Context: an optimization exercise on an open-source flow, tuned for small area, a short achievable clock period and few clock cycles per item. The choices shown serve that exercise and are no tape-out recipe.
Where RTL was checked, it was by simulation tests only, not by an equivalence proof against the original.
No functional check of the RTL was part of runs 1 to 5 and 7.
Power figures rest on the tool's default switching activity, not on a simulated workload.

File: flow/run.sh
#!/bin/bash
# synth_recipe.tcl (not shown) runs the flow's synth.tcl, then flattens the netlist and writes it again
# the make line also repeats each setting of config.mk as NAME=value (left out here)
make -C /OpenROAD-flow-scripts/flow DESIGN_CONFIG=/design/flow/config.mk WORK_HOME=/design/flow/orfs CLKGATE_MAP_FILE= SYNTH_SCRIPT=/design/flow/synth_recipe.tcl finish
File: flow/constraint.sdc
create_clock -name core_clock -period 6.0 [get_ports {clk}]
set_input_delay 1.2000 -clock core_clock [delete_from_list [all_inputs] [get_ports {clk}]]
set_output_delay 1.2000 -clock core_clock [all_outputs]
set_load 0.01 [all_outputs]
File: flow/config.mk
export PLATFORM = sky130hd
export DESIGN_NAME = moving_average_warmup
export DESIGN_NICKNAME = moving_average_warmup
export VERILOG_FILES = /design/flow/design.v
export SDC_FILE = /design/flow/constraint.sdc
export NUM_CORES = 4
export LEC_CHECK = 0
export ABC_CLOCK_PERIOD_IN_PS = 2800
export CAP_MARGIN = 20
export CORE_MARGIN = 2
export CORE_UTILIZATION = 35
export SETUP_SLACK_MARGIN = 3.0
export SLEW_MARGIN = 20
File: flow/design.v
package mavg_pkg;
  localparam int WIN_W  = 7;
  localparam int CNT_W  = 7;
  localparam int FRAC_W = 8;
  localparam int AVG_W  = 24;
  localparam logic [WIN_W-1:0] WIN_RESET = WIN_W'(3);
  typedef enum logic [1:0] {
    ST_IDLE,
    ST_DIV,
    ST_DONE
  } state_t;
endpackage
module moving_average_warmup #(
  parameter int MAX_WINDOW  = 64,
  parameter int SAMPLE_BITS = 16
) (
  input  logic                         clk,
  input  logic                         rst_n,
  input  logic                         in_valid,
  output logic                         in_stall,
  input  logic [SAMPLE_BITS-1:0]       in_sample,
  input  logic                         in_series_start,
  output logic                         out_valid,
  input  logic                         out_stall,
  output logic [mavg_pkg::AVG_W-1:0]   out_average,
  input  logic                         cfg_wr_en,
  input  logic [mavg_pkg::WIN_W-1:0]   cfg_wr_data
);
  localparam int NST = 12;   
  function automatic logic [24:0] add24(input logic [23:0] a, input logic [23:0] b,
                                        input logic cin);
    logic [23:0] gg, pp;
    logic [24:0] cy;
    gg = a & b;
    pp = a | b;
    gg[0] = gg[0] | (pp[0] & cin);
    for (int d = 1; d < 24; d = d * 2) begin
      for (int i = 23; i >= d; i--) begin
        gg[i] = gg[i] | (pp[i] & gg[i-d]);
        pp[i] = pp[i] & pp[i-d];
      end
    end
    cy = {gg, cin};
    add24 = {cy[24], a ^ (b ^ cy[23:0])};
  endfunction
  function automatic logic [6:0] sub8(input logic [7:0] t, input logic [7:0] k);
    logic [7:0] nk, gg, pp;
    nk = ~k;
    gg = t & nk;
    pp = t | nk;
    for (int d = 1; d < 8; d = d * 2) begin
      for (int i = 7; i >= d; i--) begin
        gg[i] = gg[i] | (pp[i] & gg[i-d]);
        pp[i] = pp[i] & pp[i-d];
      end
    end
    sub8 = {gg[7], t[5:0] ^ (nk[5:0] ^ {gg[4:0], 1'b0})};
  endfunction
  function automatic logic [7:0] digit(input logic [5:0] rem, input logic [1:0] b,
                                       input logic [5:0] m, input logic [7:0] k3);
    logic [7:0] t;
    logic [6:0] s1, s2, s3;
    t  = {rem, b};
    s1 = sub8(t, {2'b00, m});         
    s2 = sub8(t, {1'b0, m, 1'b1});    
    s3 = sub8(t, k3);                 
    if (s3[6])      digit = {2'd3, s3[5:0]};
    else if (s2[6]) digit = {2'd2, s2[5:0]};
    else if (s1[6]) digit = {2'd1, s1[5:0]};
    else            digit = {2'd0, t[5:0]};
  endfunction
  logic en_r;           
  logic stall_r;        
  logic ov_r, sv_r;     
  logic [23:0] oq_r, sq_r;
  logic [5:0] em1_r;    
  logic [6:0] c_r;      
  logic       full_r;   
  logic       acc;
  logic       first_n, drop_n;
  logic [5:0] cm1_n;
  logic [5:0] em1_cfg;
  logic [6:0] c_inc;
  assign acc     = in_valid & en_r;
  assign first_n = in_series_start | (c_r == 7'd0);
  assign drop_n  = ~first_n & full_r;
  assign cm1_n   = in_series_start ? 6'd0 : (full_r ? em1_r : c_r[5:0]);
  assign em1_cfg = (cfg_wr_data == 7'd0) ? 6'd0 :
                   (cfg_wr_data > 7'd64) ? 6'd63 : 6'(cfg_wr_data - 7'd1);
  assign c_inc   = {1'b0, cm1_n} + 7'd1;
  always_ff @(posedge clk) begin
    if (!rst_n) begin
      em1_r  <= 6'd2;
      c_r    <= 7'd0;
      full_r <= 1'b0;
    end else if (cfg_wr_en) begin
      em1_r  <= em1_cfg;
      c_r    <= 7'd0;
      full_r <= 1'b0;
    end else if (acc) begin
      c_r    <= c_inc;
      full_r <= (cm1_n == em1_r);
    end
  end
  logic                   v0;
  logic [15:0]            x0;
  logic                   first0;
  logic [7:0]             rsel0;    
  logic [7:0]             isel0;    
  logic [5:0]             cm1_0;
  logic [7:0]             k3_0;
  always_ff @(posedge clk) begin
    if (!rst_n) v0 <= 1'b0;
    else if (en_r) v0 <= in_valid;
  end
  always_ff @(posedge clk) begin
    if (en_r) begin
      x0     <= in_sample;
      first0 <= first_n;
      for (int k = 0; k < 8; k++) begin
        rsel0[k] <= drop_n && (em1_r[2:0] == 3'(k));
        isel0[k] <= (em1_r[5:3] == 3'(7 - k));
      end
      cm1_0  <= cm1_n;
      k3_0   <= {1'b0, cm1_n, 1'b0} + {2'b00, cm1_n} + 8'd2;
    end
  end
  logic [15:0] sr [64];
  logic [15:0] old;
  logic        v1, first1;
  logic [16:0] d1;
  logic [5:0]  cm1_1;
  logic [7:0]  k3_1;
  always_comb begin
    old = '0;
    for (int k = 0; k < 8; k++) old = old | ({16{rsel0[k]}} & sr[56 + k]);
  end
  always_ff @(posedge clk) begin
    if (en_r && v0) begin
      for (int k = 0; k < 64; k++) begin
        if (k == 0) begin
          sr[k] <= x0;
        end else if (k % 8 == 0) begin
          sr[k] <= isel0[k / 8] ? x0 : sr[k-1];
        end else begin
          sr[k] <= sr[k-1];
        end
      end
    end
  end
  always_ff @(posedge clk) begin
    if (!rst_n) v1 <= 1'b0;
    else if (en_r) v1 <= v0;
  end
  always_ff @(posedge clk) begin
    if (en_r) begin
      d1     <= 17'(add24({8'd0, x0}, ~{8'd0, old}, 1'b1));
      first1 <= first0;
      cm1_1  <= cm1_0;
      k3_1   <= k3_0;
    end
  end
  logic        vs;
  logic [21:0] s_r;
  logic [5:0]  cm1_s;
  logic [7:0]  k3_s;
  always_ff @(posedge clk) begin
    if (!rst_n) vs <= 1'b0;
    else if (en_r) vs <= v1;
  end
  always_ff @(posedge clk) begin
    if (en_r) begin
      cm1_s <= cm1_1;
      k3_s  <= k3_1;
      if (v1) s_r <= 22'(add24({2'd0, first1 ? 22'd0 : s_r}, {{7{d1[16]}}, d1}, 1'b0));
    end
  end
  logic        dv   [NST+1];
  logic [5:0]  drem [NST+1];
  logic [23:0] dw   [NST+1];
  logic [5:0]  dcm1 [NST+1];
  logic [7:0]  dk3  [NST+1];
  assign dv[0]   = vs;
  assign drem[0] = s_r[21:16];
  assign dw[0]   = {s_r[15:0], 8'd0};
  assign dcm1[0] = cm1_s;
  assign dk3[0]  = k3_s;
  for (genvar j = 0; j < NST; j++) begin : g_div
    logic [7:0]  res;
    logic [5:0]  rem_c;
    logic [23:0] w_c;
    assign res   = digit(drem[j], dw[j][23:22], dcm1[j], dk3[j]);
    assign rem_c = res[5:0];
    assign w_c   = {dw[j][21:0], res[7:6]};
    if (j < NST - 1) begin : g_reg
      logic        v_q;
      logic [5:0]  rem_q, cm1_q;
      logic [7:0]  k3_q;
      logic [23:0] w_q;
      always_ff @(posedge clk) begin
        if (!rst_n) v_q <= 1'b0;
        else if (en_r) v_q <= dv[j];
      end
      always_ff @(posedge clk) begin
        if (en_r) begin
          rem_q <= rem_c;
          w_q   <= w_c;
          cm1_q <= dcm1[j];
          k3_q  <= dk3[j];
        end
      end
      assign dv[j+1]   = v_q;
      assign drem[j+1] = rem_q;
      assign dw[j+1]   = w_q;
      assign dcm1[j+1] = cm1_q;
      assign dk3[j+1]  = k3_q;
    end else begin : g_last
      assign dv[j+1]   = dv[j];
      assign drem[j+1] = rem_c;
      assign dw[j+1]   = w_c;
      assign dcm1[j+1] = dcm1[j];
      assign dk3[j+1]  = dk3[j];
    end
  end
  logic push, take, ov_n, sv_n;
  assign push = en_r & dv[NST];
  assign take = ~ov_r | ~out_stall;
  assign ov_n = take ? (sv_r | push) : 1'b1;
  assign sv_n = take ? (sv_r & push) : (sv_r | push);
  always_ff @(posedge clk) begin
    if (!rst_n) begin
      ov_r    <= 1'b0;
      sv_r    <= 1'b0;
      en_r    <= 1'b1;
      stall_r <= 1'b0;
    end else begin
      ov_r    <= ov_n;
      sv_r    <= sv_n;
      en_r    <= ~(ov_n & sv_n);
      stall_r <= ov_n & sv_n;
    end
  end
  always_ff @(posedge clk) begin
    if (take) oq_r <= sv_r ? sq_r : dw[NST];
    if (en_r && (sv_r ? take : 1'b1)) sq_r <= dw[NST];
  end
  assign in_stall    = stall_r;
  assign out_valid   = ov_r;
  assign out_average = oq_r;
endmodule
==> flow_summary.ini, run 1 <==
[setup_path]
crit_fanout = 5
end_kind = flip-flop
cp_common_cell = a21oi_2
cp.arrival_ns = 4.04
critPathMaxStageDelay_ns = 0.49
startpoint_type = flip-flop
path_cells = nor2b_2 -> ha_2 -> inv_2 -> fa_2 -> a21oi_2 -> o221ai_2 -> o21ai_2 -> o211ai_1 -> o41ai_2 -> buf_4 -> nand3_4 -> a2111oi_4 -> or3_4 -> buf_6 -> a21oi_2 -> a32oi_1 -> o21ai_1
crit_required_ns = 6.51
crit_family = compound AO/OA/AOI/OAI gates
critical-path-slowest-cell = edfxtp_1
path_buf_inv = 3
crit_type = flip-flop to flip-flop

[timing]
timing.fmax_mhz = 283
rsz0062_at_grt = true
clock_skew_ns = 0.0615
tightest_slew_ns = 1.13
maxSlewHeadroom_pct = 24.8
report.final.slew_viol_count = 0
min_period_ns = 3.54
setup_violations = 0
hold_viol_final = 0
worst_hold_slack_ns = 0.377
finalCritPeriodShare_pct = 58.9

[finish]
fin_nets = 4001
insertedDiodeCount = 0
drive_gt1_share_pct = 23.9
area_growth_pct = 19.1

[power]
power_density_nw_per_um2 = 343
max-vdd-ir-drop_uv = 297
leakagePower_nw = 24.2
p_total_mw = 25.0

[route]
routed_via_density = 4.70
ant_nets = 0
drc = 0
drt_iter0_markers = 2159
first_pass_iters = 5
totalWireLength_microns = 102000
wl_per_cell_microns = 16.2
num_vias = 29777

[global_route]
antenna_found_initial = 2
grt_pass1_wl_microns = 160000
grt_usage_pct = 11.1
grt_pass1_vias = 29195
grt_max_degree = 214
grt.overflow.total = 0

[clocking]
ctsHoldBuffers = 0
cts_made_buffers = 160
clk_latency_ns = 0.80
clkTransAtPathRegs_ns = 0.06
cts.sinks = 1610
htree_levels = 4
cts_root_buf = clkbuf_16
clockBufferDepth = 3
cts_tree = yes

[synth]
ys_types = 75
synth_compound_area_share_pct = 5.17
synth.yosys.seq_area_share_pct = 78.3
synth_enable_flop_cells = 1578
synthSimpleGateAreaFrac_pct = 3.71
yosys_most_used_dff = edfxtp_1
synth.area.top_cells = edfxtp_1 77%, mux2_2 2.7%, xnor2_1 2.7%
synth_area_sq_um = 61300
syn_avg_cell_area_sq_um = 17.2
async_flop_share_pct = 0
synth_top_family_by_area = compound AO/OA/AOI/OAI gates
synthAdderAreaFrac_pct = 4.37
yosys.area.top_type = edfxtp_1
synth_xor_area_share_pct = 3.21
synthMuxAreaShare_pct = 3.16
yosys_warnings = 7
synthDominantCellAreaShare_pct = 77.3
synth_seq_cells = 1610
postSynthCellCount = 3570

[status]
status = complete, no violations

[floorplanning]
core_area_sq_um = 174000
start_util_pct = 35.2
die_y_microns = 423
io_pins = 55
num_rows = 153
dieWidth_microns = 423
die_area_sq_um = 179000

[min_path]
hold_class = flip-flop to flip-flop

[placed_design]
placement.io_buffers = 54
gp_congestion = 0.838
hpwl_microns = 57000

[job]
max-cap-violations = 0
[layout by cell type, fill, tap and decap left out, types with 12 or more instances in the layout]
cell and count:
a21o_1 12, a21oi_1 97, a21oi_2 29, a22oi_1 57, buf_12 13, buf_4 177, buf_6 43, bufinv_16 12
clkbuf_1 29, clkbuf_16 160, clkdlybuf4s50_1 52, clkinv_1 28, clkinv_2 27, dfxtp_1 31, edfxtp_1 1578, fa_2 25
ha_1 23, ha_4 14, inv_1 186, maj3_1 75, maj3_2 72, mux2_2 143, mux2i_1 27, nand2_1 161
nand2_2 23, nand2_4 12, nand2b_1 23, nor2_1 112, nor2_2 13, nor2b_1 35, nor3_1 13, o21ai_0 113
o21ai_1 41, o21ai_2 48, xnor2_1 178, xor2_1 37
[synthesized netlist by cell type (all sizes together), types with 7 or more instances]
| cell | n |
|---|---|
| edfxtp | 1578 |
| nand2 | 196 |
| buf | 27 |
| o22ai | 13 |
| a221oi | 10 |
| nand3 | 19 |
| dfxtp | 32 |
| a21o | 14 |
| ha | 40 |
| and4 | 8 |
| o21ai | 205 |
| xnor2 | 187 |
| o21a | 9 |
| nor3 | 18 |
| a31oi | 13 |
| o31ai | 9 |
| nand2b | 28 |
| xor2 | 38 |
| mux2 | 146 |
| fa | 36 |
| nand4 | 8 |
| a22oi | 62 |
| and2 | 10 |
| or3 | 12 |
| a21oi | 130 |
| nor2b | 37 |
| o21bai | 7 |
| clkbuf | 100 |
| a211oi | 15 |
| mux2i | 27 |
| inv | 196 |
| maj3 | 145 |
| nor2 | 130 |
[worst paths after layout]
check        startpoint          to  slack, ns  cells past startpoint
max              first1     s_r[18]       2.46                     17
min          sr[50][10]  sr[51][10]       0.38                      0
max reg2reg      first1     s_r[18]       2.46                     17
min reg2reg  sr[50][10]  sr[51][10]       0.38                      0
[logic make-up after synthesis]
kind of cell / after synthesis
adders and majority gates: 221
DFF: 1610
and+or+nand+nor: 491
xor gates and xnor gates: 225
AOI/OAI and AO/OA: 525
muxes: 174
buffers and inverters: 324
[metal layers]
metal	up-vias	GRT usage (%)	part of all wire [%]
met5	-	0	0
met4	0	4.72	3.2
met3	240	2.12	4.0
met2	589	17.2	46
met1	14921	15.2	47
li1	14027	-	-
[area by class of cell]
type | instances | area [sq um]
Fill cell | 15264 | 101000
Sequential cell | 1610 | 48000
Multi-Input combinational cell | 1638 | 13600
Clock buffer | 189 | 4110
Tap cell | 2325 | 2910
Timing Repair Buffer | 289 | 2660
Clock inverter | 87 | 1020
Inverter | 197 | 739
[registers in the layout, indices dropped and copies added (netlist names), 7 cells and up]
| signal | flops |
|---|---|
| g_div.g_reg.cm1_q | 55 |
| oq_r | 24 |
| c_r | 7 |
| s_r | 22 |
| g_div.g_reg.v_q | 11 |
| g_div.g_reg.w_q | 112 |
| x0 | 16 |
| sr | 1024 |
| d1 | 17 |
| k3_s | 8 |
| dw | 76 |
| sq_r | 24 |
| rsel0 | 8 |
| isel0 | 7 |
| g_div.g_reg.rem_q | 66 |
| k3_1 | 8 |
| k3_0 | 8 |
| g_div.g_reg.k3_q | 86 |
[per-stage QoR]
step	utilization [%]	TNS (ns)	setup slack [ns]	area, sq um	instances
after global routing	42.0	0	2.27	73000	6335
final	42.0	0	2.46	73000	6335
after floorplan	-	-5909.41	-5.77	61300	3570
after detailed placement	37.1	0	1.65	64600	5849
after global placement	37.1	0	1.67	64600	5849
after CTS	41.1	0	2.44	71600	6262
[power by group]
group | internal, mW | leakage, nW | switching (mW)
registers | 13.0 | 15.5 | 0.486
logic | 0.907 | 6.22 | 0.938
clock network | 5.47 | 2.48 | 4.21
[repair_timing]
action | 4_1_cts | 5_1_grt
pin swaps | 165 | 197
gates cloned | 3 | 0
endpoints found under the setup margin | 111 | 99
buffers inserted | 134 | 73
hold endpoints to repair | 0 | 0
gates resized for setup | 291 | 236
[worst reg2reg max path, cell delays in order, from the launching register on]
cell       delay [ns]
edfxtp_1         0.49
nor2b_2          0.16
ha_2             0.18
inv_2            0.06
fa_2             0.37
a21oi_2          0.13
o221ai_2         0.13
o21ai_2          0.15
o211ai_1         0.14
o41ai_2          0.31
buf_4            0.20
nand3_4          0.08
a2111oi_4        0.20
or3_4            0.20
buf_6            0.13
a21oi_2          0.05
a32oi_1          0.21
o21ai_1          0.09
==> run 2, diff against run 1 <==
--- a/flow/design.v
+++ b/flow/design.v
@@ -190,5 +190,5 @@
     logic [5:0]  rem_c;
     logic [23:0] w_c;
-    assign res   = digit(drem[j], dw[j][23:22], dcm1[j], dk3[j]);
+    mavg_digit u_digit (.rem(drem[j]), .b(dw[j][23:22]), .m(dcm1[j]), .k3(dk3[j]), .res(res));
     assign rem_c = res[5:0];
     assign w_c   = {dw[j][21:0], res[7:6]};
@@ -249,2 +249,35 @@
   assign out_average = oq_r;
 endmodule
+module mavg_digit (
+  input  logic [5:0] rem,
+  input  logic [1:0] b,
+  input  logic [5:0] m,
+  input  logic [7:0] k3,
+  output logic [7:0] res
+);
+  function automatic logic [6:0] sub8(input logic [7:0] t, input logic [7:0] k);
+    logic [7:0] nk, gg, pp;
+    nk = ~k;
+    gg = t & nk;
+    pp = t | nk;
+    for (int d = 1; d < 8; d = d * 2) begin
+      for (int i = 7; i >= d; i--) begin
+        gg[i] = gg[i] | (pp[i] & gg[i-d]);
+        pp[i] = pp[i] & pp[i-d];
+      end
+    end
+    sub8 = {gg[7], t[5:0] ^ (nk[5:0] ^ {gg[4:0], 1'b0})};
+  endfunction
+  logic [7:0] t;
+  logic [6:0] s1, s2, s3;
+  assign t  = {rem, b};
+  assign s1 = sub8(t, {2'b00, m});
+  assign s2 = sub8(t, {1'b0, m, 1'b1});
+  assign s3 = sub8(t, k3);
+  always_comb begin
+    if (s3[6])      res = {2'd3, s3[5:0]};
+    else if (s2[6]) res = {2'd2, s2[5:0]};
+    else if (s1[6]) res = {2'd1, s1[5:0]};
+    else            res = {2'd0, t[5:0]};
+  end
+endmodule
--- a/flow/config.mk
+++ b/flow/config.mk
@@ -6,5 +6,4 @@
 export NUM_CORES = 4
 export LEC_CHECK = 0
-export ABC_CLOCK_PERIOD_IN_PS = 2800
 export CAP_MARGIN = 20
 export CORE_MARGIN = 2
@@ -12,2 +11,4 @@
 export SETUP_SLACK_MARGIN = 3.0
 export SLEW_MARGIN = 20
+export SYNTH_HIERARCHICAL = 1
+export SYNTH_MINIMUM_KEEP_SIZE = 0
==> run 2 against run 1 <==
  * Still clean
  * Worst hold slack got worse by 0.021 ns
  * Sequential share of layout area is 3.0 points lower
  * Flip-flop and latch count up 2
  * Register-to-register slack better by 0.02 ns
  * First-iteration DRC count is 17% higher
  * Die area rose by 7.3%
  * Clock skew up 0.030 ns
  * Critical path depth is 3 lower
  * Power increased by 2.3%
  * Maximum frequency grew 0.57%
  * Cell count increased by 10%
  * Critical endpoint is now d1[16]
  * Largest cell class unchanged
  * Largest power group unchanged
==> flow_summary.ini, run 2 <==
[timing]
tightest_slew_ns = 1.01
min_period_ns = 3.52
maxSlewHeadroom_pct = 33.0
worst_hold_slack_ns = 0.357
tns_ns = 0
rsz0062_at_grt = true
report.final.slew_viol_count = 0
finalCritPeriodShare_pct = 58.6
hold_viol_final = 0
timing.fmax_mhz = 284
clock_skew_ns = 0.0911
setup_violations = 0

[setup_path]
crit_fanout = 4
r2r_slack_ns = 2.48
crit_type = flip-flop to flip-flop
r2r_start = rsel0[2]
path_cells = a22oi_2 -> nand4_1 -> ha_2 -> fa_2 -> maj3_2 -> o21ai_2 -> maj3_2 -> maj3_2 -> a221o_1 -> nand2_2 -> maj3_2 -> o21bai_4 -> a21oi_2 -> a21o_1
cp.arrival_ns = 4.08
crit_required_ns = 6.56
critical-path-slowest-cell = edfxtp_1
path_buf_inv = 0
critPathMaxStageDelay_ns = 0.51
cp_common_cell = maj3_2
end_kind = flip-flop
timing.critical_path.from = rsel0[2]
startpoint_type = flip-flop
crit_family = adder cells

[clocking]
clockBufferDepth = 3
cts_tree = yes
cts_made_buffers = 161
cts.sinks = 1612
cts_root_buf = clkbuf_16
ctsHoldBuffers = 0
clk_latency_ns = 0.80
clkTransAtPathRegs_ns = 0.06
htree_levels = 4

[global_route]
grt_usage_pct = 11.7
antenna_found_initial = 0
grt.overflow.total = 0
grt_pass1_vias = 32484
grt_max_degree = 168
grt_pass1_wl_microns = 180000

[finish]
insertedDiodeCount = 0
area_growth_pct = 16.3
multi_input_area_sq_um = 17200
fillerInstances = 16888
drive_gt1_share_pct = 18.7
final_common_cell = edfxtp_1
register_area_sq_um = 48100
fin_nets = 4473
fin_cells = 6975
largest_reg_flops = 1024
regMostFlops = sr
layout_common_cells = 1,580 x edfxtp_1, 207 x inv_1, 204 x nor2b_1
reg_top3 = sr: 1024 flops, g_div.g_reg.w_q: 112 flops, g_div.g_reg.k3_q: 88 flops
final_cell_area_sq_um = 76600

[power]
max-vdd-ir-drop_uv = 287
power_density_nw_per_um2 = 334
leakagePower_nw = 25.4
p_total_mw = 25.6

[synth]
synth_area_sq_um = 65800
postSynthCellCount = 4095
yosys_warnings = 20
syn_avg_cell_area_sq_um = 16.1

[job]
max-cap-violations = 0

[floorplanning]
core_area_sq_um = 187000
num_rows = 159
dieWidth_microns = 438
die_area_sq_um = 192000
die_y_microns = 438
io_pins = 55
start_util_pct = 35.1

[route]
wl_per_cell_microns = 16.6
routed_via_density = 4.78
drc = 0
totalWireLength_microns = 116000
drt_iter0_markers = 2525
num_vias = 33353
first_pass_iters = 5
ant_nets = 0

[placed_design]
post_dp_cell_area_sq_um = 69100
gp_congestion = 0.823
placement.io_buffers = 54
hpwl_microns = 68900
placed_cells = 6546

[min_path]
min-delay-start = sr[53][3]
hold_class = flip-flop to flip-flop

[status]
status = complete, no violations
[run 2: final timing paths]
kind | cells after the start | end
min | 0 | sr[54][3]
max reg2reg | 14 | d1[16]
max | 14 | d1[16]
min reg2reg | 0 | sr[54][3]
[run 2: where the power goes]
part           internal [mW]  switching, mW  total, mW
Sequential              13.0          0.608       13.6
Clock                   5.53           4.27       9.80
Combinational           1.01           1.14       2.15
Total                   19.6           6.02       25.6
[run 2: worst reg2reg max path: cells and delay by family, from the launching register on]
kind / cells / cell delay [ns]
AOI/OAI and AO/OA: 6 / 0.93
DFF: 1 / 0.51
adders and majority gates: 6 / 1.63
and+or+nand+nor: 2 / 0.21
[run 2: what timing repair did]
action,4_1_cts,5_1_grt
setup buffers,86,53
setup endpoints to repair,76,66
gates resized for setup,140,133
endpoints found under the hold margin,0,0
cloned,1,0
pin swaps,81,83
[run 2: cell type report]
type                    count  area share, %
flip-flops and latches   1612           62.8
clock inverters            87           1.36
well taps                2495           4.08
repair buffers            228           2.72
inverters                 228           1.12
clock buffers             202           5.46
multi-input cells        2123           22.5
[run 2: through the flow]
stage / worst slack [ns] / utilization (%)
2_1_floorplan: -5.79 / -
3_5_place_dp: 1.68 / 36.9
3_3_place_gp: 1.76 / 36.9
6_report: 2.48 / 40.9
4_1_cts: 2.57 / 40.3
5_1_grt: 2.34 / 40.9
[run 2: per-layer routing]
layer	vias to the layer above	part of all wire, %	GRT usage [%]
li1	15843	-	-
met1	16611	48	16.4
met2	683	46	18.2
met3	216	4.2	2.29
met4	0	2.5	3.96
met5	-	0	0
==> run 3, diff against run 2 <==
--- a/flow/design.v
+++ b/flow/design.v
@@ -28,46 +28,4 @@
 );
   localparam int NST = 12;   
-  function automatic logic [24:0] add24(input logic [23:0] a, input logic [23:0] b,
-                                        input logic cin);
-    logic [23:0] gg, pp;
-    logic [24:0] cy;
-    gg = a & b;
-    pp = a | b;
-    gg[0] = gg[0] | (pp[0] & cin);
-    for (int d = 1; d < 24; d = d * 2) begin
-      for (int i = 23; i >= d; i--) begin
-        gg[i] = gg[i] | (pp[i] & gg[i-d]);
-        pp[i] = pp[i] & pp[i-d];
-      end
-    end
-    cy = {gg, cin};
-    add24 = {cy[24], a ^ (b ^ cy[23:0])};
-  endfunction
-  function automatic logic [6:0] sub8(input logic [7:0] t, input logic [7:0] k);
-    logic [7:0] nk, gg, pp;
-    nk = ~k;
-    gg = t & nk;
-    pp = t | nk;
-    for (int d = 1; d < 8; d = d * 2) begin
-      for (int i = 7; i >= d; i--) begin
-        gg[i] = gg[i] | (pp[i] & gg[i-d]);
-        pp[i] = pp[i] & pp[i-d];
-      end
-    end
-    sub8 = {gg[7], t[5:0] ^ (nk[5:0] ^ {gg[4:0], 1'b0})};
-  endfunction
-  function automatic logic [7:0] digit(input logic [5:0] rem, input logic [1:0] b,
-                                       input logic [5:0] m, input logic [7:0] k3);
-    logic [7:0] t;
-    logic [6:0] s1, s2, s3;
-    t  = {rem, b};
-    s1 = sub8(t, {2'b00, m});         
-    s2 = sub8(t, {1'b0, m, 1'b1});    
-    s3 = sub8(t, k3);                 
-    if (s3[6])      digit = {2'd3, s3[5:0]};
-    else if (s2[6]) digit = {2'd2, s2[5:0]};
-    else if (s1[6]) digit = {2'd1, s1[5:0]};
-    else            digit = {2'd0, t[5:0]};
-  endfunction
   logic en_r;           
   logic stall_r;        
@@ -109,5 +67,4 @@
   logic [7:0]             isel0;    
   logic [5:0]             cm1_0;
-  logic [7:0]             k3_0;
   always_ff @(posedge clk) begin
     if (!rst_n) v0 <= 1'b0;
@@ -123,5 +80,4 @@
       end
       cm1_0  <= cm1_n;
-      k3_0   <= {1'b0, cm1_n, 1'b0} + {2'b00, cm1_n} + 8'd2;
     end
   end
@@ -149,4 +105,6 @@
     end
   end
+  logic [16:0] d_n;
+  mavg_delta u_delta (.x(x0), .o(old), .y(d_n));
   always_ff @(posedge clk) begin
     if (!rst_n) v1 <= 1'b0;
@@ -155,8 +113,8 @@
   always_ff @(posedge clk) begin
     if (en_r) begin
-      d1     <= 17'(add24({8'd0, x0}, ~{8'd0, old}, 1'b1));
+      d1     <= d_n;
       first1 <= first0;
       cm1_1  <= cm1_0;
-      k3_1   <= k3_0;
+      k3_1   <= {1'b0, cm1_0, 1'b0} + {2'b00, cm1_0} + 8'd2;
     end
   end
@@ -165,4 +123,6 @@
   logic [5:0]  cm1_s;
   logic [7:0]  k3_s;
+  logic [21:0] s_n;
+  mavg_sum u_sum (.s(s_r), .d(d1), .first(first1), .y(s_n));
   always_ff @(posedge clk) begin
     if (!rst_n) vs <= 1'b0;
@@ -173,5 +133,5 @@
       cm1_s <= cm1_1;
       k3_s  <= k3_1;
-      if (v1) s_r <= 22'(add24({2'd0, first1 ? 22'd0 : s_r}, {{7{d1[16]}}, d1}, 1'b0));
+      if (v1) s_r <= s_n;
     end
   end
@@ -267,17 +227,69 @@
       end
     end
-    sub8 = {gg[7], t[5:0] ^ (nk[5:0] ^ {gg[4:0], 1'b0})};
+    sub8 = {gg[7], nk[5:0] ^ {gg[4:0], 1'b0}};
   endfunction
   logic [7:0] t;
   logic [6:0] s1, s2, s3;
+  logic       q3, q2, q1;
   assign t  = {rem, b};
   assign s1 = sub8(t, {2'b00, m});
   assign s2 = sub8(t, {1'b0, m, 1'b1});
   assign s3 = sub8(t, k3);
-  always_comb begin
-    if (s3[6])      res = {2'd3, s3[5:0]};
-    else if (s2[6]) res = {2'd2, s2[5:0]};
-    else if (s1[6]) res = {2'd1, s1[5:0]};
-    else            res = {2'd0, t[5:0]};
-  end
-endmodule
+  assign q3 = s3[6];
+  assign q2 = s2[6] & ~s3[6];
+  assign q1 = s1[6] & ~s2[6];
+  assign res[7:6] = {s2[6], q3 | q1};
+  assign res[5:0] = t[5:0] ^ (({6{q3}} & s3[5:0]) | ({6{q2}} & s2[5:0]) |
+                              ({6{q1}} & s1[5:0]));
+endmodule
+module mavg_delta (
+  input  logic [15:0] x,
+  input  logic [15:0] o,
+  output logic [16:0] y
+);
+  function automatic logic [24:0] add24(input logic [23:0] a, input logic [23:0] b,
+                                        input logic cin);
+    logic [23:0] gg, pp;
+    logic [24:0] cy;
+    gg = a & b;
+    pp = a | b;
+    gg[0] = gg[0] | (pp[0] & cin);
+    for (int d = 1; d < 24; d = d * 2) begin
+      for (int i = 23; i >= d; i--) begin
+        gg[i] = gg[i] | (pp[i] & gg[i-d]);
+        pp[i] = pp[i] & pp[i-d];
+      end
+    end
+    cy = {gg, cin};
+    add24 = {cy[24], a ^ (b ^ cy[23:0])};
+  endfunction
+  logic [24:0] r;
+  assign r = add24({8'd0, x}, ~{8'd0, o}, 1'b1);
+  assign y = r[16:0];
+endmodule
+module mavg_sum (
+  input  logic [21:0] s,
+  input  logic [16:0] d,
+  input  logic        first,
+  output logic [21:0] y
+);
+  function automatic logic [24:0] add24(input logic [23:0] a, input logic [23:0] b,
+                                        input logic cin);
+    logic [23:0] gg, pp;
+    logic [24:0] cy;
+    gg = a & b;
+    pp = a | b;
+    gg[0] = gg[0] | (pp[0] & cin);
+    for (int d = 1; d < 24; d = d * 2) begin
+      for (int i = 23; i >= d; i--) begin
+        gg[i] = gg[i] | (pp[i] & gg[i-d]);
+        pp[i] = pp[i] & pp[i-d];
+      end
+    end
+    cy = {gg, cin};
+    add24 = {cy[24], a ^ (b ^ cy[23:0])};
+  endfunction
+  logic [24:0] r;
+  assign r = add24({2'd0, s}, {{7{d[16]}}, d}, 1'b0);
+  assign y = first ? {{5{d[16]}}, d} : r[21:0];
+endmodule
==> run 3 against run 2 <==
  * Still clean on timing, DRC and antenna
  * Sequential power about the same
  * Worst hold slack better by 0.028 ns
  * Combinational power down 6%
  * Synthesized area down 2.9%
  * Core utilization down 0.54 points
  * Synthesized cell count down 8.1%
  * Die area down 2.9%
  * Global-route usage down 0.20 points
  * Critical endpoint is now d1[14]
  * Largest cell class unchanged
==> flow_summary.ini, run 3 <==
[status]
status = complete, no violations

[placed_design]
placement.io_buffers = 54
post_dp_cell_area_sq_um = 67300
hpwl_microns = 66300
gp_congestion = 0.823
placed_cells = 6153
dp_slack_ns = 2.37

[global_route]
grt_pass1_wl_microns = 173000
grt_pass1_vias = 31123
grt.overflow.total = 0
antenna_found_initial = 0
grt_usage_pct = 11.5
grt_max_degree = 198

[timing]
setup_ws_ns = 3.03
tightest_slew_ns = 1.07
tns_ns = 0
maxSlewHeadroom_pct = 28.4
rsz0062_at_grt = true
min_period_ns = 2.97
finalCritPeriodShare_pct = 49.5
clock_skew_ns = 0.0543
timing.fmax_mhz = 337
report.final.slew_viol_count = 0
setup_violations = 0
hold_viol_final = 0

[route]
met2_length_microns = 50100
ant_nets = 0
highest_layer = met4
wl_per_cell_microns = 16.8
met3_length_microns = 4220
drt-met1-wl_microns = 52200
drc = 0
first_pass_iters = 6
drt_iter0_markers = 2476
totalWireLength_microns = 109000
routed_via_density = 4.85
num_vias = 31466

[setup_path]
crit_required_ns = 6.50
rr_worst_depth = 13
r2r_slack_ns = 3.03
rr_endpoint = d1[14]
end_kind = flip-flop
startpoint_type = flip-flop
crit_fanout = 3
r2r_start = rsel0[3]
crit_type = flip-flop to flip-flop
cp.arrival_ns = 3.47

[floorplanning]
core_area_sq_um = 181000
die_y_microns = 431
die_area_sq_um = 186000
num_rows = 156
start_util_pct = 35.3
dieWidth_microns = 431
io_pins = 55

[job]
max-cap-violations = 0

[clocking]
clockBufferDepth = 3
htree_levels = 4
clkTransAtPathRegs_ns = 0.06
clk_latency_ns = 0.80
cts_root_buf = clkbuf_16
cts_made_buffers = 159
cts.sinks = 1605
cts_tree = yes

[power]
leakagePower_nw = 23.9
p_total_mw = 25.5
max-vdd-ir-drop_uv = 271
power_density_nw_per_um2 = 349

[min_path]
hold_class = flip-flop to flip-flop
hold_path_end = k3_s[3]
holdPathStages = 0
min-delay-start = k3_1[3]

[finish]
final_common_cell = edfxtp_1
area_growth_pct = 14.3
largest_reg_flops = 1024
fin_cells = 6486
reg_top3 = sr: 1024 flops, g_div.g_reg.w_q: 112 flops, g_div.g_reg.k3_q: 77 flops
fillerInstances = 16247
layout_common_cells = 1,573 x edfxtp_1, 184 x xnor2_1, 176 x inv_1
drive_gt1_share_pct = 17.2
regMostFlops = sr
insertedDiodeCount = 0
fin_nets = 4031
final_cell_area_sq_um = 73100

[synth]
postSynthCellCount = 3762
synth_area_sq_um = 63900
yosys_warnings = 22
syn_avg_cell_area_sq_um = 17.0
-- run 3: what timing repair did --
action | 4_1_cts | 5_1_grt
hold buffers | 0 | 0
endpoints found under the hold margin | 0 | 0
setup endpoints to repair | 15 | 78
pin swaps | 7 | 22
buffers inserted | 28 | 12
gates resized for setup | 11 | 37
-- run 3: critical path, cell delays in order (launching register included) --
cell and delay, ns:
edfxtp_1 0.40, buf_4 0.16, a22oi_2 0.16, nand4_1 0.13, ha_2 0.22, inv_2 0.07
fa_2 0.24, a21boi_2 0.07, o31ai_2 0.33, a21oi_2 0.15, a31oi_4 0.23, o31ai_2 0.08
maj3_2 0.32, xnor2_1 0.13
-- run 3: metrics by stage --
step                util, %  hold slack [ns]
floorplan                 -            0.400
global placement       37.2            0.400
detailed placement     37.2            0.405
CTS                    40.2            0.386
global route           40.3            0.399
finish                 40.3            0.385
-- run 3: layer usage --
| metal | global-route usage (%) | vias to the layer above |
|---|---|---|
| li1 | - | 14977 |
| met1 | 16.0 | 15735 |
| met2 | 18.0 | 577 |
| met3 | 2.23 | 177 |
| met4 | 3.92 | 0 |
| met5 | 0 | - |
-- run 3: how the worst max path moves through the flow --
stage | slack, ns | endpoint | start
after CTS | 3.00 | d1[16] | rsel0[0]
after detailed placement | 2.37 | d1[16] | rsel0[0]
final | 3.03 | d1[14] | rsel0[3]
after global placement | 2.39 | d1[16] | rsel0[4]
after floorplan | -5.85 | sr[0][0] | en_r
after global routing | 2.96 | d1[14] | rsel0[3]
-- run 3: final cells by class --
| cell class | count | area [sq um] | share of cell area, % |
|---|---|---|---|
| repair buffers | 127 | 1180 | 1.61 |
| well taps | 2370 | 2970 | 4.06 |
| clock inverters | 104 | 1130 | 1.54 |
| flip-flops and latches | 1605 | 47900 | 65.5 |
| clock buffers | 189 | 4090 | 5.60 |
| multi-input cells | 1877 | 15000 | 20.5 |
| inverters | 214 | 803 | 1.10 |
-- run 3: where the power goes --
| part | total [mW] | switching (mW) | internal [mW] |
|---|---|---|---|
| Sequential | 13.6 | 0.584 | 13.1 |
| Clock | 9.84 | 4.24 | 5.59 |
| Combinational | 2.02 | 1.06 | 0.961 |
==> run 4, diff against run 3 <==
--- a/flow/config.mk
+++ b/flow/config.mk
@@ -9,6 +9,7 @@
 export CORE_MARGIN = 2
 export CORE_UTILIZATION = 35
-export SETUP_SLACK_MARGIN = 3.0
+export SETUP_SLACK_MARGIN = 3.6
 export SLEW_MARGIN = 20
 export SYNTH_HIERARCHICAL = 1
 export SYNTH_MINIMUM_KEEP_SIZE = 0
+export TNS_END_PERCENT = 5
==> run 4 against run 3 <==
  * Core utilization up 0.63 points
  * Synthesized area unchanged
  * Combinational power up 4%
  * Clock skew down 0.0043 ns
  * Via count up 1.6%
  * Flip-flop and latch count unchanged
  * Maximum frequency up 4.3%
  * First-iteration DRC count up 3.1%
  * Power up 1.2%
  * Routed wire length up 3.1%
  * Still clean
==> flow_summary.ini, run 4 <==
[timing]
clock_skew_ns = 0.0500
hold_viol_final = 0
report.final.slew_viol_count = 0
rsz0062_at_grt = true
maxSlewHeadroom_pct = 25.9
timing.fmax_mhz = 351
setup_violations = 0
min_period_ns = 2.85
tns_ns = 0
tightest_slew_ns = 1.11
finalCritPeriodShare_pct = 47.5

[placed_design]
placed_cells = 6156
gp_congestion = 0.825
hpwl_microns = 66900
post_dp_cell_area_sq_um = 67400
placement.io_buffers = 54

[global_route]
grt_max_degree = 177
antenna_found_initial = 0
grt.overflow.total = 0
grt_pass1_vias = 30999
grt_usage_pct = 11.7
grt_pass1_wl_microns = 175000

[clocking]
clkTransAtPathRegs_ns = 0.06
cts.sinks = 1605
htree_levels = 4
ctsHoldBuffers = 0
cts_root_buf = clkbuf_16
cts_made_buffers = 161
cts_tree = yes
clockBufferDepth = 3
clk_latency_ns = 0.80

[setup_path]
startpoint_type = flip-flop
crit_required_ns = 6.54
cp.arrival_ns = 3.39
end_kind = flip-flop
crit_type = flip-flop to flip-flop
crit_fanout = 3

[finish]
fin_cells = 6582
largest_reg_flops = 1024
final_cell_area_sq_um = 74200
layout_common_cells = 1,573 x edfxtp_1, 182 x xnor2_1, 176 x inv_1
drive_gt1_share_pct = 20.5
insertedDiodeCount = 0
fin_nets = 4124
register_area_sq_um = 47900
final_common_cell = edfxtp_1
fillerInstances = 16232
reg_top3 = sr: 1024 flops, g_div.g_reg.w_q: 112 flops, g_div.g_reg.k3_q: 77 flops
area_growth_pct = 16.1
multi_input_area_sq_um = 15300
regMostFlops = sr

[floorplanning]
io_pins = 55
start_util_pct = 35.3
die_area_sq_um = 186000
core_area_sq_um = 181000
die_y_microns = 431
dieWidth_microns = 431
num_rows = 156

[route]
first_pass_iters = 5
ant_nets = 0
totalWireLength_microns = 112000
drt_iter0_markers = 2553
wl_per_cell_microns = 17.0
routed_via_density = 4.86
num_vias = 31973
drc = 0

[power]
power_density_nw_per_um2 = 348
max-vdd-ir-drop_uv = 304
leakagePower_nw = 24.5

[min_path]
hold_class = flip-flop to flip-flop

[synth]
synth_area_sq_um = 63900
yosys_warnings = 22
syn_avg_cell_area_sq_um = 17.0
postSynthCellCount = 3762

[status]
status = complete, no violations

[job]
max-cap-violations = 0
## run 4: layout make-up
cell class	instances	share of cell area (%)
clock inverter	120	1.70
sequential	1605	64.5
tap	2370	4.00
clock buffer	178	5.54
multi-input combinational	1879	20.6
inverter	214	1.08
timing repair buffer	216	2.53
## run 4: stage by stage
stage	power [mW]	utilization [%]	hold slack (ns)	setup WS, ns
2_1_floorplan	15.4	-	0.400	-5.85
4_1_cts	26.1	40.4	0.394	3.18
5_1_grt	26.9	41.0	0.388	3.02
3_5_place_dp	15.9	37.2	0.405	2.31
3_3_place_gp	15.8	37.2	0.400	2.35
6_report	25.8	41.0	0.394	3.15
## run 4: timing repair
action / CTS / global route
setup endpoints to repair: 1237 / 841
pin swaps: 27 / 47
buffers inserted: 35 / 90
cloned: 3 / 0
resized for setup: 72 / 108
## run 4: path summary, 6_finish.rpt
path               end  slack, ns  depth (start not counted)                    from
max             d1[16]       3.15                         12                rsel0[1]
min          dw[8][12]       0.39                          0  g_div[6].g_reg.w_q[10]
max reg2reg     d1[16]       3.15                         12                rsel0[1]
min reg2reg  dw[8][12]       0.39                          0  g_div[6].g_reg.w_q[10]
## run 4: worst max-delay path, cell delays in order, from the launching register on
cell and delay [ns]:
edfxtp_1 0.49, buf_6 0.17, a22oi_2 0.14, nand4_1 0.19, inv_1 0.11, fa_2 0.23, a21boi_2 0.08, o31ai_4 0.33
a21oi_4 0.11, a31oi_4 0.21, a31o_4 0.19, a21oi_2 0.05, maj3_2 0.30
## run 4: per-layer routing
layer | wire, microns | part of all wire, % | GRT usage, %
met5 | 0 | 0 | 0
met1 | 53200 | 47 | 16.4
met4 | 2630 | 2.3 | 4.16
met2 | 52000 | 46 | 18.3
met3 | 4360 | 3.9 | 2.27
## run 4: where the power goes
group | internal (mW) | switching [mW]
clock network | 5.75 | 4.32
logic | 1.01 | 1.10
registers | 13.1 | 0.579
==> run 5, diff against run 4 <==
--- a/flow/config.mk
+++ b/flow/config.mk
@@ -9,4 +9,6 @@
 export CORE_MARGIN = 2
 export CORE_UTILIZATION = 35
+export CTS_CLUSTER_DIAMETER = 60
+export CTS_CLUSTER_SIZE = 30
 export SETUP_SLACK_MARGIN = 3.6
 export SLEW_MARGIN = 20
==> run 5 against run 4 <==
  * Synthesized area unchanged
  * Clock-buffer cell count down 72
  * Combinational power down 3%
  * Routed wire length down 2.0%
  * Still clean
  * Power down 9.4%
  * Setup slack worse by 0.062 ns
  * Highest routed layer unchanged
  * Clock skew down 0.0048 ns
  * Critical endpoint unchanged
  * Non-clock buffer count down 39
  * Via count down 1.9%
  * Core utilization down 1.1 points
==> flow_summary.ini, run 5 <==
[setup_path]
startpoint_type = flip-flop
r2r_slack_ns = 3.09
crit_fanout = 3
cp_common_cell = a21oi_2
rr_endpoint = d1[16]
crit_required_ns = 6.48
r2r_start = rsel0[1]
crit_type = flip-flop to flip-flop
rr_worst_depth = 14
cp.arrival_ns = 3.39
critical-path-slowest-cell = edfxtp_1
end_kind = flip-flop
path_cells = buf_6 -> a22oi_2 -> nand4_1 -> ha_2 -> inv_2 -> fa_2 -> buf_4 -> nor2_4 -> o31ai_4 -> a21oi_2 -> a31oi_4 -> a31o_4 -> a21oi_2 -> maj3_2
critPathMaxStageDelay_ns = 0.44

[route]
totalWireLength_microns = 110000
wl_per_cell_microns = 17.1
first_pass_iters = 5
routed_via_density = 4.88
drc = 0
drt_iter0_markers = 2415
num_vias = 31364
ant_nets = 0

[timing]
hold_viol_final = 0
maxSlewHeadroom_pct = 27.2
rsz0062_at_grt = true
finalCritPeriodShare_pct = 48.5
report.final.slew_viol_count = 0
worst_hold_slack_ns = 0.406
min_period_ns = 2.91
clock_skew_ns = 0.0452
setup_ws_ns = 3.09
timing.fmax_mhz = 344
tightest_slew_ns = 1.09
setup_violations = 0
tns_ns = 0

[global_route]
grt_usage_pct = 11.5
grt_max_degree = 177
grt.overflow.total = 0
grt_pass1_vias = 30307
antenna_found_initial = 0
grt_pass1_wl_microns = 172000

[synth]
yosys_warnings = 22
syn_avg_cell_area_sq_um = 17.0
postSynthCellCount = 3762
synth_area_sq_um = 63900

[min_path]
hold_class = flip-flop to flip-flop
hold_path_end = dw[8][13]
min-delay-start = g_div[6].g_reg.w_q[11]
holdPathStages = 0

[finish]
drive_gt1_share_pct = 17.9
fin_nets = 4022
reg_top3 = sr: 1024 flops, g_div.g_reg.w_q: 112 flops, g_div.g_reg.k3_q: 77 flops
final_common_cell = edfxtp_1
final_cell_area_sq_um = 72100
layout_common_cells = 1,573 x edfxtp_1, 183 x xnor2_1, 176 x inv_1
regMostFlops = sr
post-route-util_pct = 39.8
area_growth_pct = 12.8
fin_cells = 6433
largest_reg_flops = 1024

[clocking]
ctsHoldBuffers = 0
cts_tree = yes
cts.sinks = 1605
cts_made_buffers = 99
htree_levels = 3
clk_latency_ns = 0.74
cts_root_buf = clkbuf_16
clockBufferDepth = 3
clkTransAtPathRegs_ns = 0.10

[placed_design]
hpwl_microns = 66900
post_dp_cell_area_sq_um = 67400
gp_congestion = 0.825
placement.io_buffers = 54
placed_cells = 6156
dp_slack_ns = 2.31

[floorplanning]
io_pins = 55
num_rows = 156
start_util_pct = 35.3
dieWidth_microns = 431
die_y_microns = 431
core_area_sq_um = 181000
die_area_sq_um = 186000

[power]
power_density_nw_per_um2 = 324
p_total_mw = 23.4
leakagePower_nw = 23.4
max-vdd-ir-drop_uv = 246

[status]
status = complete, no violations

[job]
max-cap-violations = 0
==> run 5: routing by layer <==
| layer | part of all wire, % | track usage (%) | up-vias |
|---|---|---|---|
| met2 | 47 | 18.4 | 464 |
| met3 | 3.4 | 2.04 | 151 |
| li1 | - | - | 14923 |
| met5 | 0 | 0 | - |
| met4 | 2.2 | 2.92 | 0 |
| met1 | 48 | 16.2 | 15826 |
==> run 5: worst max path at each step <==
stage | start | slack [ns] | endpoint
2_1_floorplan | en_r | -5.85 | sr[0][0]
3_3_place_gp | rsel0[0] | 2.35 | d1[16]
3_5_place_dp | rsel0[1] | 2.31 | d1[16]
4_1_cts | s_r[0] | 3.17 | s_r[20]
5_1_grt | rsel0[1] | 2.97 | d1[16]
6_report | rsel0[1] | 3.09 | d1[16]
==> run 5: critical path: cells and delay by family, from the launching register on <==
family,cells,cell delay (ns)
compound gates,6,0.96
fa+ha+maj,3,0.72
simple gates,2,0.17
flops,1,0.44
buf+inv,3,0.34
==> run 5: cell type report <==
class,count,area (sq um)
fill,16360,109000
sequential,1605,47900
multi-input combinational,1878,15100
tap,2370,2970
clock buffer,106,2560
timing repair buffer,177,1660
clock inverter,81,1110
inverter,214,803
antenna,2,5.00
==> run 5: repair_timing <==
item                       4_1_cts  5_1_grt
cloned                           2        1
resized for setup               76       51
buffers inserted                37       48
setup endpoints to repair     1237     1088
pin swaps                       34       33
==> run 5: report_power, final <==
group	total, mW	internal, mW	switching, mW
combinational	2.04	0.972	1.07
sequential	13.6	13.0	0.585
clock	7.72	3.60	4.12
total	23.4	17.6	5.77
==> run 6, diff against run 5 <==
--- a/flow/design.v
+++ b/flow/design.v
@@ -61,8 +61,21 @@
     end
   end
-  logic                   v0;
-  logic [15:0]            x0;
+  logic        v0;
+  logic [15:0] x0;
+  logic [15:0] sr [64];
+  logic [15:0] old_n;
+  logic [8:0]  osel;
+  logic        oself;
+  always_comb begin
+    oself = v0 && (em1_r == 6'd0);
+    for (int j = 0; j < 9; j++) begin
+      osel[j] = v0 ? (j == int'(em1_r[2:0]) && em1_r != 6'd0)
+                   : (j == int'(em1_r[2:0]) + 1);
+    end
+    old_n = {16{oself}} & x0;
+    for (int j = 0; j < 9; j++) old_n = old_n | ({16{osel[j]}} & sr[55 + j]);
+  end
   logic                   first0;
-  logic [7:0]             rsel0;    
+  logic [15:0]            old0;     
   logic [7:0]             isel0;    
   logic [5:0]             cm1_0;
@@ -75,21 +88,13 @@
       x0     <= in_sample;
       first0 <= first_n;
-      for (int k = 0; k < 8; k++) begin
-        rsel0[k] <= drop_n && (em1_r[2:0] == 3'(k));
-        isel0[k] <= (em1_r[5:3] == 3'(7 - k));
-      end
+      old0   <= drop_n ? old_n : 16'd0;
+      for (int k = 0; k < 8; k++) isel0[k] <= (em1_r[5:3] == 3'(7 - k));
       cm1_0  <= cm1_n;
     end
   end
-  logic [15:0] sr [64];
-  logic [15:0] old;
   logic        v1, first1;
   logic [16:0] d1;
   logic [5:0]  cm1_1;
   logic [7:0]  k3_1;
-  always_comb begin
-    old = '0;
-    for (int k = 0; k < 8; k++) old = old | ({16{rsel0[k]}} & sr[56 + k]);
-  end
   always_ff @(posedge clk) begin
     if (en_r && v0) begin
@@ -106,5 +111,5 @@
   end
   logic [16:0] d_n;
-  mavg_delta u_delta (.x(x0), .o(old), .y(d_n));
+  mavg_delta u_delta (.x(x0), .o(old0), .y(d_n));
   always_ff @(posedge clk) begin
     if (!rst_n) v1 <= 1'b0;
@@ -252,10 +257,12 @@
     logic [23:0] gg, pp;
     logic [24:0] cy;
+    logic        g0alt;
     gg = a & b;
     pp = a | b;
     gg[0] = gg[0] | (pp[0] & cin);
+    g0alt = ~((~a[0] | ~b[0]) & ~((a[0] | b[0]) & cin));
     for (int d = 1; d < 24; d = d * 2) begin
       for (int i = 23; i >= d; i--) begin
-        gg[i] = gg[i] | (pp[i] & gg[i-d]);
+        gg[i] = gg[i] | (pp[i] & ((d == 1 && i == 1) ? g0alt : gg[i-d]));
         pp[i] = pp[i] & pp[i-d];
       end
@@ -278,10 +285,12 @@
     logic [23:0] gg, pp;
     logic [24:0] cy;
+    logic        g0alt;
     gg = a & b;
     pp = a | b;
     gg[0] = gg[0] | (pp[0] & cin);
+    g0alt = ~((~a[0] | ~b[0]) & ~((a[0] | b[0]) & cin));
     for (int d = 1; d < 24; d = d * 2) begin
       for (int i = 23; i >= d; i--) begin
-        gg[i] = gg[i] | (pp[i] & gg[i-d]);
+        gg[i] = gg[i] | (pp[i] & ((d == 1 && i == 1) ? g0alt : gg[i-d]));
         pp[i] = pp[i] & pp[i-d];
       end
==> run 6 against run 5 <==
  * Via count grew 4.1%
  * Still clean
  * Maximum frequency grew 4.3%
  * Die area up 1.8%
  * Largest power group unchanged
==> flow_summary.ini, run 6 <==
[clocking]
clockBufferDepth = 3
clk_latency_ns = 0.77
cts_made_buffers = 105
cts_root_buf = clkbuf_16
htree_levels = 3
clkTransAtPathRegs_ns = 0.11
cts_tree = yes
cts.sinks = 1613

[setup_path]
path_buf_inv = 0
crit_fanout = 2
startpoint_type = flip-flop
crit_type = flip-flop to flip-flop
path_cells = ha_2 -> fa_2 -> o21ai_2 -> a31oi_2 -> o211a_1 -> or3_4 -> a31oi_4 -> o221ai_2 -> xnor2_1 -> o21ai_1 -> o31ai_1
crit_family = compound AO/OA/AOI/OAI gates
end_kind = flip-flop
crit_required_ns = 6.45
cp.arrival_ns = 3.24
critical-path-slowest-cell = edfxtp_1
critPathMaxStageDelay_ns = 0.40

[route]
num_vias = 32650
routed_via_density = 4.93
ant_nets = 0
drt_iter0_markers = 2793
totalWireLength_microns = 116000
wl_per_cell_microns = 17.5
first_pass_iters = 6
drc = 0

[placed_design]
hpwl_microns = 70600
gp_congestion = 0.832
placement.io_buffers = 54
dp_slack_ns = 2.59

[finish]
fin_nets = 4103
drive_gt1_share_pct = 16.9
insertedDiodeCount = 0
post-route-util_pct = 39.4
final_common_cell = edfxtp_1
area_growth_pct = 12.0
multi_input_area_sq_um = 15900
register_area_sq_um = 48100
layout_common_cells = 1,581 x edfxtp_1, 187 x inv_1, 184 x xnor2_1
regMostFlops = sr
largest_reg_flops = 1024
fillerInstances = 16863
reg_top3 = sr: 1024 flops, g_div.g_reg.w_q: 112 flops, g_div.g_reg.k3_q: 77 flops

[global_route]
grt_max_degree = 189
grt_pass1_wl_microns = 182000
antenna_found_initial = 1
grt_usage_pct = 11.9
grt_pass1_vias = 31757
grt.overflow.total = 0

[timing]
clock_skew_ns = 0.0535
min_period_ns = 2.79
rsz0062_at_grt = true
timing.fmax_mhz = 358
setup_violations = 0
finalCritPeriodShare_pct = 46.5
setup_ws_ns = 3.21
hold_viol_final = 0
tightest_slew_ns = 0.955
maxSlewHeadroom_pct = 36.3
report.final.slew_viol_count = 0

[min_path]
hold_class = flip-flop to flip-flop

[power]
power_density_nw_per_um2 = 327
max-vdd-ir-drop_uv = 229
leakagePower_nw = 23.5

[floorplanning]
start_util_pct = 35.2
num_rows = 158
die_area_sq_um = 189000
core_area_sq_um = 185000
dieWidth_microns = 435
io_pins = 55
die_y_microns = 435

[status]
status = complete, no violations

[job]
max-cap-violations = 0

[synth]
postSynthCellCount = 3902
syn_avg_cell_area_sq_um = 16.7
synth_area_sq_um = 65100
yosys_warnings = 22
## run 6: per-layer routing
metal  global-route usage, %  up-vias  share of wire (%)  wire length, microns
li1                        -    15328                  -                     -
met1                    16.6    16419                 46                 54000
met2                    18.9      702                 47                 54600
met3                    2.10      201                4.0                  4600
met4                    3.57        0                2.6                  2990
met5                       0        -                  0                     0
## run 6: report_power, final
part / total [mW] / switching, mW / leakage (nW) / internal [mW]
registers: 13.7 / 0.577 / 15.6 / 13.1
logic: 2.19 / 1.18 / 6.15 / 1.01
clock network: 7.95 / 4.22 / 1.81 / 3.74
## run 6: timing repair
| action | in CTS | in global routing |
|---|---|---|
| setup buffers | 26 | 2 |
| setup endpoints to repair | 1169 | 1121 |
| endpoints found under the hold margin | 0 | 0 |
| pin swaps | 30 | 7 |
| resized for setup | 170 | 3 |
| gates cloned | 3 | 1 |
| hold buffers | 0 | 0 |
## run 6: worst register-to-register path, stage by stage, from the launching register on
cell	delay (ns)
edfxtp_1	0.40
ha_2	0.21
fa_2	0.35
o21ai_2	0.09
a31oi_2	0.12
o211a_1	0.26
or3_4	0.36
a31oi_4	0.20
o221ai_2	0.13
xnor2_1	0.15
o21ai_1	0.13
o31ai_1	0.08
## run 6: cell type report
cell class                      count  area share [%]
Timing Repair inverter              1         0.00687
Clock inverter                     84            1.52
Clock buffer                      115            3.72
Timing Repair Buffer              120            1.50
Multi-Input combinational cell   1987            21.8
Sequential cell                  1613            66.1
Tap cell                         2480            4.26
Inverter                          226            1.17
## run 6: path summary, 6_finish.rpt
| kind | startpoint | endpoint | slack [ns] | cells past startpoint |
|---|---|---|---|---|
| setup reg to reg | d1[0] | s_r[20] | 3.21 | 11 |
| hold / removal | sr[43][15] | sr[44][15] | 0.41 | 0 |
| setup / recovery | d1[0] | s_r[20] | 3.21 | 11 |
| hold reg to reg | sr[43][15] | sr[44][15] | 0.41 | 0 |
## run 6: per-stage QoR
stage	hold WS [ns]	TNS, ns	area [sq um]	total power [mW]	cells
after detailed placement	0.405	0	68600	16.1	6394
after global routing	0.411	0	72900	24.8	6626
after floorplan	0.400	-5937.73	65200	15.6	3931
final	0.410	0	72900	23.8	6626
after global placement	0.400	0	68600	16.0	6394
after CTS	0.411	0	72800	24.1	6622
Testbench counts of run 6, summed over its fixed seeds: cycles 3,352, items 3,200.
==> run 7, diff against run 6 <==
--- a/flow/design.v
+++ b/flow/design.v
@@ -78,5 +78,5 @@
   logic                   first0;
   logic [15:0]            old0;     
-  logic [7:0]             isel0;    
+  logic [2:0]             blk0;     
   logic [5:0]             cm1_0;
   always_ff @(posedge clk) begin
@@ -89,5 +89,5 @@
       first0 <= first_n;
       old0   <= drop_n ? old_n : 16'd0;
-      for (int k = 0; k < 8; k++) isel0[k] <= (em1_r[5:3] == 3'(7 - k));
+      blk0   <= em1_r[5:3];
       cm1_0  <= cm1_n;
     end
@@ -96,5 +96,4 @@
   logic [16:0] d1;
   logic [5:0]  cm1_1;
-  logic [7:0]  k3_1;
   always_ff @(posedge clk) begin
     if (en_r && v0) begin
@@ -103,5 +102,5 @@
           sr[k] <= x0;
         end else if (k % 8 == 0) begin
-          sr[k] <= isel0[k / 8] ? x0 : sr[k-1];
+          sr[k] <= (blk0 == 3'(7 - k / 8)) ? x0 : sr[k-1];
         end else begin
           sr[k] <= sr[k-1];
@@ -121,22 +120,42 @@
       first1 <= first0;
       cm1_1  <= cm1_0;
-      k3_1   <= {1'b0, cm1_0, 1'b0} + {2'b00, cm1_0} + 8'd2;
+    end
+  end
+  logic        vb, first_b, kap_b;
+  logic [10:0] l_r;
+  logic [5:0]  dh_b;
+  logic [5:0]  cm1_b;
+  logic [11:0] l_n;
+  mavg_add11 u_add_lo (.a(first1 ? 11'd0 : l_r), .b(d1[10:0]), .cin(1'b0), .y(l_n));
+  always_ff @(posedge clk) begin
+    if (!rst_n) vb <= 1'b0;
+    else if (en_r) vb <= v1;
+  end
+  always_ff @(posedge clk) begin
+    if (en_r) begin
+      first_b <= first1;
+      kap_b   <= l_n[11];
+      dh_b    <= d1[16:11];
+      cm1_b   <= cm1_1;
+      if (v1) l_r <= l_n[10:0];
     end
   end
   logic        vs;
-  logic [21:0] s_r;
+  logic [10:0] h_r, l_c;
   logic [5:0]  cm1_s;
   logic [7:0]  k3_s;
-  logic [21:0] s_n;
-  mavg_sum u_sum (.s(s_r), .d(d1), .first(first1), .y(s_n));
+  logic [11:0] h_n;
+  mavg_add11 u_add_hi (.a(first_b ? 11'd0 : h_r), .b({{5{dh_b[5]}}, dh_b}), .cin(kap_b),
+                       .y(h_n));
   always_ff @(posedge clk) begin
     if (!rst_n) vs <= 1'b0;
-    else if (en_r) vs <= v1;
+    else if (en_r) vs <= vb;
   end
   always_ff @(posedge clk) begin
     if (en_r) begin
-      cm1_s <= cm1_1;
-      k3_s  <= k3_1;
-      if (v1) s_r <= s_n;
+      l_c   <= l_r;
+      cm1_s <= cm1_b;
+      k3_s  <= {1'b0, cm1_b, 1'b0} + {2'b00, cm1_b} + 8'd2;   
+      if (vb) h_r <= h_n[10:0];
     end
   end
@@ -147,6 +166,6 @@
   logic [7:0]  dk3  [NST+1];
   assign dv[0]   = vs;
-  assign drem[0] = s_r[21:16];
-  assign dw[0]   = {s_r[15:0], 8'd0};
+  assign drem[0] = h_r[10:5];
+  assign dw[0]   = {h_r[4:0], l_c, 8'd0};
   assign dcm1[0] = cm1_s;
   assign dk3[0]  = k3_s;
@@ -275,9 +294,9 @@
   assign y = r[16:0];
 endmodule
-module mavg_sum (
-  input  logic [21:0] s,
-  input  logic [16:0] d,
-  input  logic        first,
-  output logic [21:0] y
+module mavg_add11 (
+  input  logic [10:0] a,
+  input  logic [10:0] b,
+  input  logic        cin,
+  output logic [11:0] y
 );
   function automatic logic [24:0] add24(input logic [23:0] a, input logic [23:0] b,
@@ -300,5 +319,5 @@
   endfunction
   logic [24:0] r;
-  assign r = add24({2'd0, s}, {{7{d[16]}}, d}, 1'b0);
-  assign y = first ? {{5{d[16]}}, d} : r[21:0];
+  assign r = add24({13'd0, a}, {13'd0, b}, cin);
+  assign y = r[11:0];
 endmodule
--- a/flow/config.mk
+++ b/flow/config.mk
@@ -8,5 +8,5 @@
 export CAP_MARGIN = 20
 export CORE_MARGIN = 2
-export CORE_UTILIZATION = 35
+export CORE_UTILIZATION = 55
 export CTS_CLUSTER_DIAMETER = 60
 export CTS_CLUSTER_SIZE = 30
==> run 7 against run 6 <==
  * Still clean on timing, DRC and antenna
  * Setup slack better by 0.15 ns
  * Power up 3.4%
  * Die area down 36%
  * Cell count down 15%
  * Via count down 1.6%
  * Combinational power up 2%
  * Register-to-register slack better by 0.15 ns
  * Clock skew down 0.018 ns
  * Sequential power about the same
  * Critical endpoint is now l_r[8]
  * Highest routed layer unchanged
==> flow_summary.ini, run 7 <==
[status]
status = complete, no violations

[route]
ant_nets = 0
num_vias = 32137
drt_iter0_markers = 2622
routed_via_density = 5.71
drc = 0
first_pass_iters = 7
totalWireLength_microns = 115000
wl_per_cell_microns = 20.5

[power]
comb_power_share_pct = 9.1
power_density_nw_per_um2 = 340
seqPwrFrac_pct = 56.0
max-vdd-ir-drop_uv = 271
leakagePower_nw = 24.0
p_sw_share_pct = 25.5
pwr-share-clk_pct = 34.9
power_switching_mw = 6.28
p_int_mw = 18.4

[finish]
largest_reg_flops = 1024
fin_cells = 5629
layout_common_cells = 1,595 x edfxtp_1, 191 x xnor2_1, 181 x inv_1
insertedDiodeCount = 0
regMostFlops = sr
final_common_cell = edfxtp_1
fin_nets = 4039
reg_top3 = sr: 1024 flops, g_div.g_reg.w_q: 112 flops, g_div.g_reg.k3_q: 77 flops
post-route-util_pct = 61.6
area_growth_pct = 11.4
drive_gt1_share_pct = 17.9

[min_path]
holdPathStages = 0
hold_class = flip-flop to flip-flop

[timing]
rsz0062_at_grt = true
hold_viol_final = 0
setup_violations = 0
tightest_slew_ns = 1.11
timing.fmax_mhz = 379
finalCritPeriodShare_pct = 43.9
report.final.slew_viol_count = 0
setup_ws_ns = 3.36
maxSlewHeadroom_pct = 25.9
clock_skew_ns = 0.0357
min_period_ns = 2.64

[setup_path]
end_kind = flip-flop
rr_worst_depth = 10
r2r_slack_ns = 3.36
cp.arrival_ns = 3.09
crit_fanout = 4
crit_type = flip-flop to flip-flop
startpoint_type = flip-flop
crit_required_ns = 6.45

[clocking]
clk_latency_ns = 0.73
cts_made_buffers = 119
cts_root_buf = clkbuf_16
clockBufferDepth = 3
htree_levels = 3
cts.sinks = 1628
clkTransAtPathRegs_ns = 0.10
cts_tree = yes

[synth]
yosys_warnings = 22
syn_avg_cell_area_sq_um = 17.1
synth_area_sq_um = 65100
postSynthCellCount = 3795

[global_route]
grt_pass1_vias = 31883
antenna_found_initial = 2
grt_usage_pct = 19.0
grt.overflow.total = 0
grt_pass1_wl_microns = 182000
grt_max_degree = 198

[floorplanning]
io_pins = 55
die_area_sq_um = 121000
core_area_sq_um = 118000
num_rows = 126
die_y_microns = 348
start_util_pct = 55.3
dieWidth_microns = 348

[placed_design]
dp_slack_ns = 2.66
placed_cells = 5361
hpwl_microns = 68900
placement.io_buffers = 54
gp_congestion = 0.838

[job]
max-cap-violations = 0
-- run 7: per-stage QoR --
| stage | hold WS [ns] | power [mW] | setup TNS (ns) | area [sq um] |
|---|---|---|---|---|
| global placement | 0.401 | 16.2 | 0 | 67500 |
| floorplan | 0.400 | 15.7 | -5806.32 | 65200 |
| finish | 0.398 | 24.6 | 0 | 72500 |
| CTS | 0.395 | 24.9 | 0 | 72400 |
| detailed placement | 0.405 | 16.3 | 0 | 67500 |
| global route | 0.414 | 25.7 | 0 | 72500 |
-- run 7: layer usage --
metal	share of wire (%)	track usage [%]	up-vias
met5	0	0	-
met4	2.9	6.13	0
met3	3.7	2.51	192
met2	47	30.4	621
met1	46	27.4	16262
li1	-	-	15062
-- run 7: layout make-up --
cell class,count,area (sq um)
multi-input combinational,1890,15500
clock inverter,105,1360
inverter,223,843
sequential,1628,48600
tap,1536,1920
fill,8498,45200
clock buffer,121,3010
timing repair buffer,126,1260
-- run 7: critical path, cell delays in order (launching register included) --
cell and delay [ns]:
edfxtp_1 0.47, nor2b_1 0.15, inv_1 0.07, fa_2 0.36, fa_2 0.39, inv_2 0.06
maj3_2 0.21, a221oi_2 0.07, a211o_4 0.32, a2111oi_4 0.21, nor3_2 0.06
-- run 7: path summary, 6_finish.rpt --
check,to,startpoint
min,sr[27][4],sr[26][4]
max,l_r[8],first1
min reg2reg,sr[27][4],sr[26][4]
max reg2reg,l_r[8],first1
-- run 7: power groups by stage --
stage          registers (mW)  clock network [mW]  logic [mW]
3_5_place_dp             14.1                   0        2.19
3_3_place_gp             14.0                   0        2.13
6_report                 13.8                8.59        2.24
2_1_floorplan            13.9                   0        1.85
4_1_cts                  13.8                8.88        2.24
5_1_grt                  13.9                9.28        2.46
-- run 7: what timing repair did --
action | in CTS | in global routing
hold buffers | 0 | 0
setup buffers | 34 | 5
pin swaps | 23 | 4
endpoints found under the setup margin | 1373 | 1112
resized for setup | 122 | 3
cloned | 3 | 0

[port drivers added, routing unchanged]
No port has a modelled driver above. Below, the same layouts with a new extraction and two added sets of constraints. Step 1, drivers: a clkbuf_16 drives clk and a buf_2 each remaining input, both assumed. Step 2 adds t to the input delays and takes it off the output delays; t is the mean of the earliest and latest rising clock arrival at the registers after step 1. Input paths then give back, and output paths get back, about the clock's delay inside the block. a / b / c = ideal / step 1 / step 2; a / b = the first two.
run | shift t [ns] | slack for setup (ns) | worst setup path after step 2 | worst slew at a driven data input, ns
run 1 | 0.844 | 2.464 / 2.464 / 2.464 | register to register | 0.05
run 2 | 0.839 | 2.484 / 2.484 / 2.484 | register to register | 0.05
run 3 | 0.847 | 3.029 / 3.029 / 2.713 | input to register | 0.06
run 4 | 0.855 | 3.152 / 3.152 / 2.709 | input to register | 0.08
run 5 | 0.808 | 3.091 / 3.091 / 2.734 | input to register | 0.07
run 6 | 0.815 | 3.210 / 3.210 / 2.541 | input to register | 0.08
run 7 | 0.784 | 3.363 / 3.363 / 2.912 | input to register | 0.07
After both steps every run listed still meets setup and hold. For run 6, which loses most, drivers alone change the setup slack by 0.000 ns; drivers and shift together by -0.669 ns.
